From an optimization exercise on the open Yosys and OpenROAD flow, aimed at small area, a short achievable clock period and few clock cycles per item; shortcuts taken in it are not production practice. Only simulation tests tie the RTL to the original design; equivalence was not proved. No activity file was given, so power comes from the tool's default toggle rates.

before:
==> flow/design.v (excerpt) <==
module complex_mult_pipe
#(
  parameter int WL    = 16,
  parameter int ROUND = fft_pkg::ROUND_HALFUP,
  parameter int SAT   = fft_pkg::SAT_CLAMP
) (
  input  logic                 clk,
  input  logic                 rst,
  input  logic                 in_valid,
  output logic                 in_ready,
  input  logic signed [WL-1:0] a_r,
  input  logic signed [WL-1:0] a_i,
  input  logic signed [WL-1:0] b_r,
  input  logic signed [WL-1:0] b_i,
  input  logic                 conj_b,
  output logic                 out_valid,
  input  logic                 out_ready,
  output logic signed [WL-1:0] out_r,
  output logic signed [WL-1:0] out_i,
  output logic                 out_ovf
);
==> flow/config.mk <==
export PLATFORM = sky130hd
export DESIGN_NAME = complex_mult_pipe
export DESIGN_NICKNAME = complex_mult_pipe
export VERILOG_FILES = /design/flow/design.v
export SDC_FILE = /design/flow/constraint.sdc
export NUM_CORES = 4
export LEC_CHECK = 0
export CAP_MARGIN = 5
export CORE_MARGIN = 2
export CORE_UTILIZATION = 55
export PLACE_DENSITY = 0.85
export SETUP_SLACK_MARGIN = 4.8
export SLEW_MARGIN = 5
export SYNTH_HIERARCHICAL = 1
export SYNTH_MINIMUM_KEEP_SIZE = 0
==> flow/constraint.sdc <==
create_clock -name core_clock -period 8.0 [get_ports {clk}]
set_input_delay 1.6000 -clock core_clock [delete_from_list [all_inputs] [get_ports {clk}]]
set_output_delay 1.6000 -clock core_clock [all_outputs]
set_load 0.01 [all_outputs]
run.sh (not shown) runs the stock make flow with config.mk's settings and CLKGATE_MAP_FILE= SYNTH_SCRIPT=/design/flow/synth_recipe.tcl, a recipe that flattens the netlist after the stock synthesis.
before completed; timing, DRC and antenna clean
Testbench counts of before, summed over its fixed seeds: cycles 4,128, items 4,096.
diff inputs: before => after
- PLACE_DENSITY no longer set, was 0.85
--- outcome ---
after: global-route wire length before repair 10 mm above before
Comparing after and before, slew at the pin closest to its max-slew limit is lower on before.
For the number of antenna violations at the first check in global routing, after came in 1 higher than before did.
Comparing before with after, the number of instances on the worst hold path came out essentially unchanged.
Delta (after minus before): slack of the critical path went up; share of the clock period used by the worst path went down; hold slack went up.
Routability congestion estimate (higher): before
For share of total power in combinational logic, after and before come out practically identical.


Setup of v43:
Another version of the RTL of complex_mult_pipe (not shown whole).
Size in the first run: roughly 100 I/O pins, ~38000 sq um of cells after synthesis.
Settings: LEC_CHECK=0, CAP_MARGIN=5, CORE_MARGIN=2, CORE_UTILIZATION=55, SETUP_SLACK_MARGIN=4.8, SLEW_MARGIN=5, SYNTH_HIERARCHICAL=1, SYNTH_MINIMUM_KEEP_SIZE=0; clock period 8.0 ns.
Testbench counts of v43, summed over its fixed seeds: cycles 4,128, items 4,096.
The inputs of v59 differ from those of v43 as listed below.
# v43
export LEC_CHECK = 0
export CAP_MARGIN = 5
export CORE_MARGIN = 2
export CORE_UTILIZATION = 55
export SETUP_SLACK_MARGIN = 4.8
export SLEW_MARGIN = 5
export SYNTH_HIERARCHICAL = 1
export SYNTH_MINIMUM_KEEP_SIZE = 0
create_clock -name core_clock -period 8.0 [get_ports {clk}]
# v59
export LEC_CHECK = 0
export CAP_MARGIN = 20
export CORE_MARGIN = 2
export CORE_UTILIZATION = 55
export SETUP_SLACK_MARGIN = 4.8
export SLEW_MARGIN = 20
export SYNTH_HIERARCHICAL = 1
export SYNTH_MINIMUM_KEEP_SIZE = 0
create_clock -name core_clock -period 8.0 [get_ports {clk}]
Results
Compared with v43, v59 shows total power that has gone up slightly. Between v59 and v43, the fraction of area in clock buffers and inverters is lower for v59. v59 ended with every stage complete and zero timing, DRC or antenna violations. Diff v43 -> v59 | area growth from synthesis to layout | increase of 0.62 points. In the reports for v59 and v43, the smaller share of the final layout cell area in sequential cells belongs to v59. The run showing the smaller layout net count is v43.
The following lists how v13 was set up differently from v59:
# v59
export LEC_CHECK = 0
export CAP_MARGIN = 20
export CORE_MARGIN = 2
export CORE_UTILIZATION = 55
export SETUP_SLACK_MARGIN = 4.8
export SLEW_MARGIN = 20
export SYNTH_HIERARCHICAL = 1
export SYNTH_MINIMUM_KEEP_SIZE = 0
create_clock -name core_clock -period 8.0 [get_ports {clk}]
# v13
export LEC_CHECK = 0
export CAP_MARGIN = 20
export CORE_MARGIN = 2
export CORE_UTILIZATION = 62
export SETUP_SLACK_MARGIN = 5
export SLEW_MARGIN = 20
export SYNTH_HIERARCHICAL = 1
export SYNTH_MINIMUM_KEEP_SIZE = 0
create_clock -name core_clock -period 8.0 [get_ports {clk}]
Results
Smallest setup slack after layout delta (v13 − v59): unfavourable. v13 against v59: reported leakage power picked up an extra 8.5%, non-clock buffer count rose about 54%, met2 wirelength from detailed routing dropped about 1%, via count moved up, area growth from synthesis to layout +7.6 points.
## Diff of input files: v22 against v13
# v13
export LEC_CHECK = 0
export CAP_MARGIN = 20
export CORE_MARGIN = 2
export CORE_UTILIZATION = 62
export SETUP_SLACK_MARGIN = 5
export SLEW_MARGIN = 20
export SYNTH_HIERARCHICAL = 1
export SYNTH_MINIMUM_KEEP_SIZE = 0
create_clock -name core_clock -period 8.0 [get_ports {clk}]
# v22
export LEC_CHECK = 0
export CAP_MARGIN = 20
export CORE_MARGIN = 2
export CORE_UTILIZATION = 55
export SETUP_SLACK_MARGIN = 4.5
export SLEW_MARGIN = 20
export SYNTH_HIERARCHICAL = 1
export SYNTH_MINIMUM_KEEP_SIZE = 0
create_clock -name core_clock -period 8.0 [get_ports {clk}]
Results
- Taking v13 as the reference point, the non-clock buffer count of v22 falls by 41%.
- [compare] base=v13 new=v22: routed wire length shrank by about 9%, total power after layout has decreased.
- Going from v13 to v22, worst slack on hold paths rose 0.0079 ns, post-detailed-placement cell area held steady.
## Diff of input files: v1 against v22
# v22
export LEC_CHECK = 0
export CAP_MARGIN = 20
export CORE_MARGIN = 2
export CORE_UTILIZATION = 55
export SETUP_SLACK_MARGIN = 4.5
export SLEW_MARGIN = 20
export SYNTH_HIERARCHICAL = 1
export SYNTH_MINIMUM_KEEP_SIZE = 0
create_clock -name core_clock -period 8.0 [get_ports {clk}]
# v1
export LEC_CHECK = 0
export CAP_MARGIN = 20
export CORE_MARGIN = 2
export CORE_UTILIZATION = 55
export SETUP_SLACK_MARGIN = 4.8
export SLEW_MARGIN = 20
export SYNTH_HIERARCHICAL = 1
export SYNTH_MINIMUM_KEEP_SIZE = 0
export TNS_END_PERCENT = 10
create_clock -name core_clock -period 8.0 [get_ports {clk}]
### Flow results
In the final design statistics, v1 uses more standard cells in total than v22. v22: full flow OK, the timing, DRC and antenna checks passed. v1: done, clean on timing, DRC and antenna. For clock tree buffer depth, v22 and v1 come out practically identical. Count of buffers inserted at the top-level ports: v22 vs v1 identical. m_re_15_3 as the capture point of the critical path was reported by v22, and m_im_14_3 by v1.

==> static timing again, ports no longer ideal <==
The results above use ideal ports. As a check the final layouts listed here were re-extracted and re-timed, cells and wires unchanged.
Step 1 sets driving cells, clkbuf_16 on the clock port and buf_2 on the other inputs (assumed; they add their load-dependent delay and slew).
Step 2 times the ports against the registers' clock, not the clock port: input delays grow and output delays shrink by t, the midpoint of the rising clock arrivals with the driver on.
Three values: ideal, step 1, step 2; two values: the first two.
| run | t (ns) | setup slack, ns | worst data-port slew with drivers (ns) |
|---|---|---|---|
| before | 0.681 | 4.783 / 4.783 / 4.293 | 0.04 |
| after | 0.667 | 4.805 / 4.805 / 4.259 | 0.10 |
| v43 | 0.689 | 4.822 / 4.809 / 4.289 | 0.08 |
| v59 | 0.698 | 4.783 / 4.783 / 4.260 | 0.09 |
| v13 | 0.699 | 4.741 / 4.741 / 4.438 | 0.09 |
| v22 | 0.682 | 4.563 / 4.563 / 4.204 | 0.10 |
| v1 | 0.703 | 4.780 / 4.780 / 4.225 | 0.10 |
After both steps every run listed still meets setup and hold. For v1, which loses most, drivers alone change the setup slack by 0.000 ns; drivers and shift together by -0.555 ns.
